From an optimization exercise on the open Yosys and OpenROAD flow, aimed at small area and few clock cycles; shortcuts taken in it are not production practice.
Where RTL was checked, it was by simulation tests only, not by an equivalence proof against the original.
No activity file was given, so power comes from the tool's default toggle rates.

==> flow/design.v (excerpt) <==
module accel_top #(
    parameter int N_ROWS          = accel_pkg::N_ROWS,
    parameter int N_COLS          = accel_pkg::N_COLS,
    parameter int BUF_AW          = accel_pkg::BUF_AW,
    parameter int TX_CREDITS_INIT = accel_pkg::TX_CREDITS_INIT
) (
    input  logic       clk,
    input  logic       rst_n,
    input  logic       i_rx_valid,
    input  logic [7:0] i_rx_data,
    output logic       o_tx_valid,
    output logic [7:0] o_tx_data,
    input  logic       i_tx_credit,
    output logic       o_busy,
    output logic       o_done
);
    logic [7:0]  cmd;
    logic [3:0]  addr;
    logic        addr_hi0;
    logic        last;
    logic        first_start;
    logic [31:0] word;
    logic [3:0]  typ;
    logic [4:0]  k_len;
    logic [31:0] run_count;
    logic [31:0] csr_rdata;
    logic [4:0]  phase;
    logic        wr_pending;
    logic [31:0] a_row;
    logic [31:0] b_row;
    logic [3:0]  sel;
    logic        cap;
    logic [31:0] result;
    logic        done_set;
    logic        req;
    logic        req_rd;
    logic [31:0] req_word;
  ...
Size in the first run: about 3400 cells after synthesis, about 1600 flip-flops, about 49000 µm² of cells after synthesis.
==> module mac_engine, before the edit <==
module mac_engine (
    input  logic        clk,
    input  logic        rst_n,
    input  logic        i_start_req,   
    input  logic        i_start,       
    input  logic        i_abort,       
    input  logic        i_wr_pending,  
    input  logic [4:0]  i_k_len,
    input  logic [4:0]  i_phase,       
    input  logic [31:0] i_a_row,
    input  logic [31:0] i_b_row,
    input  logic [3:0]  i_sel,         
    output logic        o_cap,         
    output logic [31:0] o_result,      
    output logic        o_busy,
    output logic        o_done,
    output logic        o_done_set     
);
    localparam int W = SUM_W;
    logic          r_run;       
    logic          r_sent;      
    logic          r_req;       
    logic [6:0]    r_cnt;
    logic [2:0]    r_clr;       
    logic [1:0]    r_col;       
    logic [W-1:0]  r_acc [4][4];   
    logic          w_start;
    logic          w_last;
    logic          w_row_en;
    logic [7:0]    w_b;
    logic [W-1:0]  w_sum [4];
    assign w_start  = (r_req || i_start_req) && !r_run && !i_wr_pending;
    assign w_last   = r_run && (r_cnt == 7'(RUN_LEN - 1));
    assign w_row_en = r_run && ((i_phase < i_k_len) || (i_phase == 5'd0));
    assign w_b      = w_row_en ? i_b_row[8*r_col +: 8] : 8'd0;
    for (genvar r = 0; r < 4; r++) begin : g_mac
        mac_unit u_mac (
            .a(i_a_row[8*r +: 8]), .b(w_b),
            .c((r_clr != 3'd0) ? W'(0) : r_acc[r][3]),
            .y(w_sum[r])
        );
    end
    always_ff @(posedge clk) begin
        if (!rst_n) begin
            r_run  <= 1'b0;
            r_sent <= 1'b0;
            r_req  <= 1'b0;
            r_cnt  <= '0;
            r_clr  <= 3'd4;
            r_col  <= '0;
            o_done <= 1'b0;
        end else begin
            r_col  <= r_col + 2'd1;
            o_done <= 1'b0;
            if (r_clr != 3'd0) r_clr <= r_clr - 3'd1;
            if (r_run) r_cnt <= r_cnt + 7'd1;
            if (i_start) r_sent <= 1'b1;
            if (i_abort) begin
                r_run  <= 1'b0;
                r_sent <= 1'b0;
                r_req  <= 1'b0;
                r_clr  <= 3'd4;
            end else begin
                if (i_start_req) r_req <= 1'b1;
                if (w_start) begin
                    r_req <= 1'b0;
                    r_run <= 1'b1;
                    r_cnt <= '0;
                    r_clr <= 3'd4;
                end else if (w_last) begin
                    r_run  <= 1'b0;
                    r_sent <= 1'b0;
                    o_done <= 1'b1;
                end
            end
        end
    end
    always_ff @(posedge clk) begin
        for (int r = 0; r < 4; r++) begin
            r_acc[r][0] <= w_sum[r];
            r_acc[r][1] <= r_acc[r][0];
            r_acc[r][2] <= r_acc[r][1];
            r_acc[r][3] <= r_acc[r][2];
        end
    end
    assign o_done_set = w_last && !i_abort;
    assign o_busy     = r_sent;
    assign o_cap      = (r_col == i_sel[1:0]);
    assign o_result   = {{(32-W){r_acc[i_sel[3:2]][3][W-1]}}, r_acc[i_sel[3:2]][3]};
endmodule
clock: 10.0 ns
lec_check: 0
cap_margin: 20
core_margin: 2
core_utilization: 40
slew_margin: 20
standard.sh (not shown) runs the stock make flow with config.mk's settings and CLKGATE_MAP_FILE= SYNTH_SCRIPT=/design/flow/synth_recipe.tcl, a recipe that flattens the netlist after the stock synthesis.
==> flow/flow/run.sh <==
#!/bin/bash
set -euo pipefail
export CTS_ARGS="-sink_clustering_enable -repair_clock_nets -dont_use_dummy_load -buf_list sky130_fd_sc_hd__clkbuf_8 -sink_clustering_size 20 -sink_clustering_max_diameter 50"
bash standard.sh > standard.log 2>&1
The baseline ran to the end with no violations.
Edit:
--- a/flow/design.v
+++ b/flow/design.v
@@ -192,18 +192,24 @@
     logic [6:0]    r_cnt;
     logic [2:0]    r_clr;       
     logic [1:0]    r_col;       
     logic [W-1:0]  r_acc [4][4];   
     logic          w_start;
     logic          w_last;
+    logic          w_below;
+    logic [4:0]    w_k_top;
+    logic          r_fwd;       
     logic          w_row_en;
     logic [7:0]    w_b;
     logic [W-1:0]  w_sum [4];
     assign w_start  = (r_req || i_start_req) && !r_run && !i_wr_pending;
-    assign w_last   = r_run && (r_cnt == 7'(RUN_LEN - 1));
-    assign w_row_en = r_run && ((i_phase < i_k_len) || (i_phase == 5'd0));
+    assign w_below  = (i_phase < i_k_len) || (i_phase == 5'd0);
+    assign w_row_en = r_run && w_below;
+    assign w_k_top  = (i_k_len == 5'd0) ? 5'd0 : i_k_len - 5'd1;
+    assign w_last   = r_run && ((r_cnt == 7'(RUN_LEN - 1)) ||
+                                (r_fwd && (r_cnt >= 7'(RUN_LEN - RING_LEN)) && (i_phase == w_k_top)));
     assign w_b      = w_row_en ? i_b_row[8*r_col +: 8] : 8'd0;
     for (genvar r = 0; r < 4; r++) begin : g_mac
         mac_unit u_mac (
             .a(i_a_row[8*r +: 8]), .b(w_b),
             .c((r_clr != 3'd0) ? W'(0) : r_acc[r][3]),
             .y(w_sum[r])
@@ -212,20 +218,22 @@
     always_ff @(posedge clk) begin
         if (!rst_n) begin
             r_run  <= 1'b0;
             r_sent <= 1'b0;
             r_req  <= 1'b0;
             r_cnt  <= '0;
+            r_fwd  <= 1'b0;
             r_clr  <= 3'd4;
             r_col  <= '0;
             o_done <= 1'b0;
         end else begin
             r_col  <= r_col + 2'd1;
             o_done <= 1'b0;
             if (r_clr != 3'd0) r_clr <= r_clr - 3'd1;
             if (r_run) r_cnt <= r_cnt + 7'd1;
+            if (r_run && (r_cnt == 7'd0)) r_fwd <= (i_phase == 5'd0) || !w_below;
             if (i_start) r_sent <= 1'b1;
             if (i_abort) begin
                 r_run  <= 1'b0;
                 r_sent <= 1'b0;
                 r_req  <= 1'b0;
                 r_clr  <= 3'd4;
Utilization climbs by 0.30 points.
Non-clock buffer count climbs by 13.
Power climbs by 2.0%.
Combinational power rose by about 3%.
First-iteration DRC count shrinks by 2.0%.
Clock-buffer cell count is higher by 13.
Sequential cell count rises by 1.
Testbench counts after the change, summed over its fixed seeds: cycles 45,586.
The RTL of the first run of this note was laid out without a check of its function.

========
Another version of the RTL of accel_top (not shown whole).
Size in the first run: ~3900 cells after synthesis, roughly 23 I/O pins.
==> module mac_engine, before the edit <==
module mac_engine (
    input  logic        clk,
    input  logic        rst_n,
    input  logic        i_start_req,   
    input  logic        i_start,       
    input  logic        i_abort,       
    input  logic        i_wr_pending,  
    input  logic        i_hold_done,   
    input  logic        i_cap_wait,    
    input  logic [4:0]  i_k_len,
    input  logic [4:0]  i_phase,       
    input  logic [31:0] i_a_row,
    input  logic [31:0] i_b_row,
    input  logic [3:0]  i_sel,         
    output logic        o_cap,         
    output logic [SUM_W-1:0] o_result,  
    output logic        o_busy,
    output logic        o_done,
    output logic        o_done_set     
);
    localparam int W = SUM_W;
    logic          r_run;       
    logic          r_sent;      
    logic          r_req;       
    logic          r_end;       
    logic [6:0]    r_cnt;
    logic [2:0]    r_clr;       
    logic [1:0]    r_col;       
    logic [W-1:0]  r_acc [4][4];   
    logic          w_start;
    logic          w_last;
    logic          w_pre;
    logic [4:0]    w_k_pre;
    logic          w_below;
    logic [4:0]    w_k_top;
    logic          r_fwd;       
    logic          w_row_en;
    logic [7:0]    w_b;
    logic [W-1:0]  w_sum [4];
    assign w_start  = (r_req || i_start_req) && !r_run && !r_end && !i_wr_pending && !i_cap_wait;
    assign w_below  = (i_phase < i_k_len) || (i_phase == 5'd0);
    assign w_row_en = r_run && w_below;
    assign w_k_top  = (i_k_len == 5'd0) ? 5'd0 : i_k_len - 5'd1;
    assign w_last   = r_run && ((r_cnt == 7'(RUN_LEN - 1)) ||
                                (r_fwd && (r_cnt >= 7'(RUN_LEN - RING_LEN)) && (i_phase == w_k_top)));
    assign w_k_pre  = (w_k_top == 5'd0) ? 5'(RING_LEN - 1) : w_k_top - 5'd1;
    assign w_pre    = r_run && !w_last &&
                      ((r_cnt == 7'(RUN_LEN - 2)) ||
                       (r_fwd && (r_cnt >= 7'(RUN_LEN - RING_LEN - 1)) && (i_phase == w_k_pre)));
    assign w_b      = w_row_en ? i_b_row[8*r_col +: 8] : 8'd0;
    for (genvar r = 0; r < 4; r++) begin : g_mac
        mac_unit u_mac (
            .a(i_a_row[8*r +: 8]), .b(w_b),
            .c((r_clr != 3'd0) ? W'(0) : r_acc[r][3]),
            .y(w_sum[r])
        );
    end
    always_ff @(posedge clk) begin
        if (!rst_n) begin
            r_run  <= 1'b0;
            r_sent <= 1'b0;
            r_req  <= 1'b0;
            r_end  <= 1'b0;
            r_cnt  <= '0;
            r_fwd  <= 1'b0;
            r_clr  <= 3'd4;
            r_col  <= '0;
            o_done <= 1'b0;
        end else begin
            r_col  <= r_col + 2'd1;
            o_done <= 1'b0;
            if (r_clr != 3'd0) r_clr <= r_clr - 3'd1;
            if (r_run) r_cnt <= r_cnt + 7'd1;
            if (r_run && (r_cnt == 7'd0)) r_fwd <= (i_phase == 5'd0) || !w_below;
            if (i_start) r_sent <= 1'b1;
            if (i_abort) begin
                r_run  <= 1'b0;
                r_end  <= 1'b0;
                r_sent <= 1'b0;
                r_req  <= 1'b0;
                r_clr  <= 3'd4;
            end else begin
                if (i_start_req) r_req <= 1'b1;
                if (w_start) begin
                    r_req <= r_req && i_start_req;
                    r_run <= 1'b1;
                    r_cnt <= '0;
                    r_clr <= 3'd4;
                end else begin
                    if (w_last) r_run <= 1'b0;
                    if (w_pre || r_end) begin
                        if (i_hold_done) begin
                            r_end <= 1'b1;
                        end else begin
                            r_end  <= 1'b0;
                            r_sent <= 1'b0;
                            o_done <= 1'b1;
                        end
                    end
                end
            end
        end
    end
    always_ff @(posedge clk) begin
        for (int r = 0; r < 4; r++) begin
            r_acc[r][0] <= w_sum[r];
            r_acc[r][1] <= r_acc[r][0];
            r_acc[r][2] <= r_acc[r][1];
            r_acc[r][3] <= r_acc[r][2];
        end
    end
    assign o_done_set = (w_pre || r_end) && !i_abort && !i_hold_done;
    assign o_busy     = r_sent;
    assign o_cap      = (r_col == i_sel[1:0] + 2'd1);
    assign o_result   = r_acc[i_sel[3:2]][0];
endmodule
export LEC_CHECK = 0
export ABC_AREA = 1
export CAP_MARGIN = 20
export CORE_MARGIN = 2
export CORE_UTILIZATION = 40
export PLACE_DENSITY = 0.75
export SLEW_MARGIN = 20
create_clock -name core_clock -period 10.0 [get_ports {clk}]
Scripts as last shown in full above: flow/flow/run.sh
The starting point finished clean.
Testbench counts at the start, summed over its fixed seeds: cycles 45,483.
Rerun with:
--- a/flow/design.v
+++ b/flow/design.v
@@ -183,13 +183,13 @@
     localparam int W = SUM_W;
     logic          r_run;       
     logic          r_sent;      
     logic          r_req;       
     logic          r_end;       
     logic [6:0]    r_cnt;
-    logic [2:0]    r_clr;       
+    logic [3:0]    r_clr;       
     logic [1:0]    r_col;       
     logic [W-1:0]  r_acc [4][4];   
     logic          w_start;
     logic          w_last;
     logic          w_pre;
     logic [4:0]    w_k_pre;
@@ -210,47 +210,47 @@
                       ((r_cnt == 7'(RUN_LEN - 2)) ||
                        (r_fwd && (r_cnt >= 7'(RUN_LEN - RING_LEN - 1)) && (i_phase == w_k_pre)));
     assign w_b      = w_row_en ? i_b_row[8*r_col +: 8] : 8'd0;
     for (genvar r = 0; r < 4; r++) begin : g_mac
         mac_unit u_mac (
             .a(i_a_row[8*r +: 8]), .b(w_b),
-            .c((r_clr != 3'd0) ? W'(0) : r_acc[r][3]),
+            .c(r_acc[r][3] & {W{!r_clr[0]}}),
             .y(w_sum[r])
         );
     end
     always_ff @(posedge clk) begin
         if (!rst_n) begin
             r_run  <= 1'b0;
             r_sent <= 1'b0;
             r_req  <= 1'b0;
             r_end  <= 1'b0;
             r_cnt  <= '0;
             r_fwd  <= 1'b0;
-            r_clr  <= 3'd4;
+            r_clr  <= 4'hf;
             r_col  <= '0;
             o_done <= 1'b0;
         end else begin
             r_col  <= r_col + 2'd1;
             o_done <= 1'b0;
-            if (r_clr != 3'd0) r_clr <= r_clr - 3'd1;
+            r_clr  <= {1'b0, r_clr[3:1]};
             if (r_run) r_cnt <= r_cnt + 7'd1;
             if (r_run && (r_cnt == 7'd0)) r_fwd <= (i_phase == 5'd0) || !w_below;
             if (i_start) r_sent <= 1'b1;
             if (i_abort) begin
                 r_run  <= 1'b0;
                 r_end  <= 1'b0;
                 r_sent <= 1'b0;
                 r_req  <= 1'b0;
-                r_clr  <= 3'd4;
+                r_clr  <= 4'hf;
             end else begin
                 if (i_start_req) r_req <= 1'b1;
                 if (w_start) begin
                     r_req <= r_req && i_start_req;
                     r_run <= 1'b1;
                     r_cnt <= '0;
-                    r_clr <= 3'd4;
+                    r_clr <= 4'hf;
                 end else begin
                     if (w_last) r_run <= 1'b0;
                     if (w_pre || r_end) begin
                         if (i_hold_done) begin
                             r_end <= 1'b1;
                         end else begin
After rerunning:
- wire length is higher by 0.99%
- utilization is lower by 0.12 points
- worst setup slack improves by 36 ps
- via count rose by 0.60%
- final area fell by 0.40%
- clock power is about the same
- die area decreases by 0.31%
- register-to-register slack improved by 40 ps
- synthesized cell count drops by 0.31%
- sequential power is lower by about 3%
- maximum frequency went up by 0.37%
- power goes down by 5.2%
- count of clock-buffer cells in the layout went down by 3
Testbench counts after the change, summed over its fixed seeds: cycles 45,483.

re-timing with driven ports:
Ports are ideal in the flow. The routed layouts listed here were re-timed in OpenROAD.
Step 1 (the two cells are an assumption about what drives the block):
set clk [get_ports {clk}]
set_driving_cell -lib_cell sky130_fd_sc_hd__clkbuf_16 $clk
set_driving_cell -lib_cell sky130_fd_sc_hd__buf_2 [delete_from_list [all_inputs] $clk]
Step 2 also shifts input and output timing later by t, the mid clock arrival at the registers, as if the neighbouring blocks saw the same clock.
Slacks: ideal ports / drivers / drivers and shift; pairs: ideal ports / drivers.
| run | shift t [ns] | slack for setup (ns) | worst hold slack (ns) | worst register clock-pin slew, ns | pins driven straight from the clock port |
|---|---|---|---|---|---|
| the first run of note 1 | 0.810 | 0.487 / 0.487 / 0.256 | 0.221 / 0.221 / 0.221 | 0.12 / 0.12 | 1 |
| the second run of note 1 | 0.847 | 0.409 / 0.409 / 0.233 | 0.237 / 0.237 / 0.237 | 0.11 / 0.11 | 1 |
| the first run of note 2 | 0.765 | 0.394 / 0.394 / 0.394 | 0.247 / 0.247 / 0.247 | 0.12 / 0.12 | 1 |
| the second run of note 2 | 0.772 | 0.430 / 0.430 / 0.430 | 0.233 / 0.233 / 0.233 | 0.12 / 0.12 | 1 |
After both steps setup and hold are still met in every run listed. The setup slack of the first run of note 1, which loses most, moves by 0.000 ns with the drivers and by -0.231 ns with both steps.
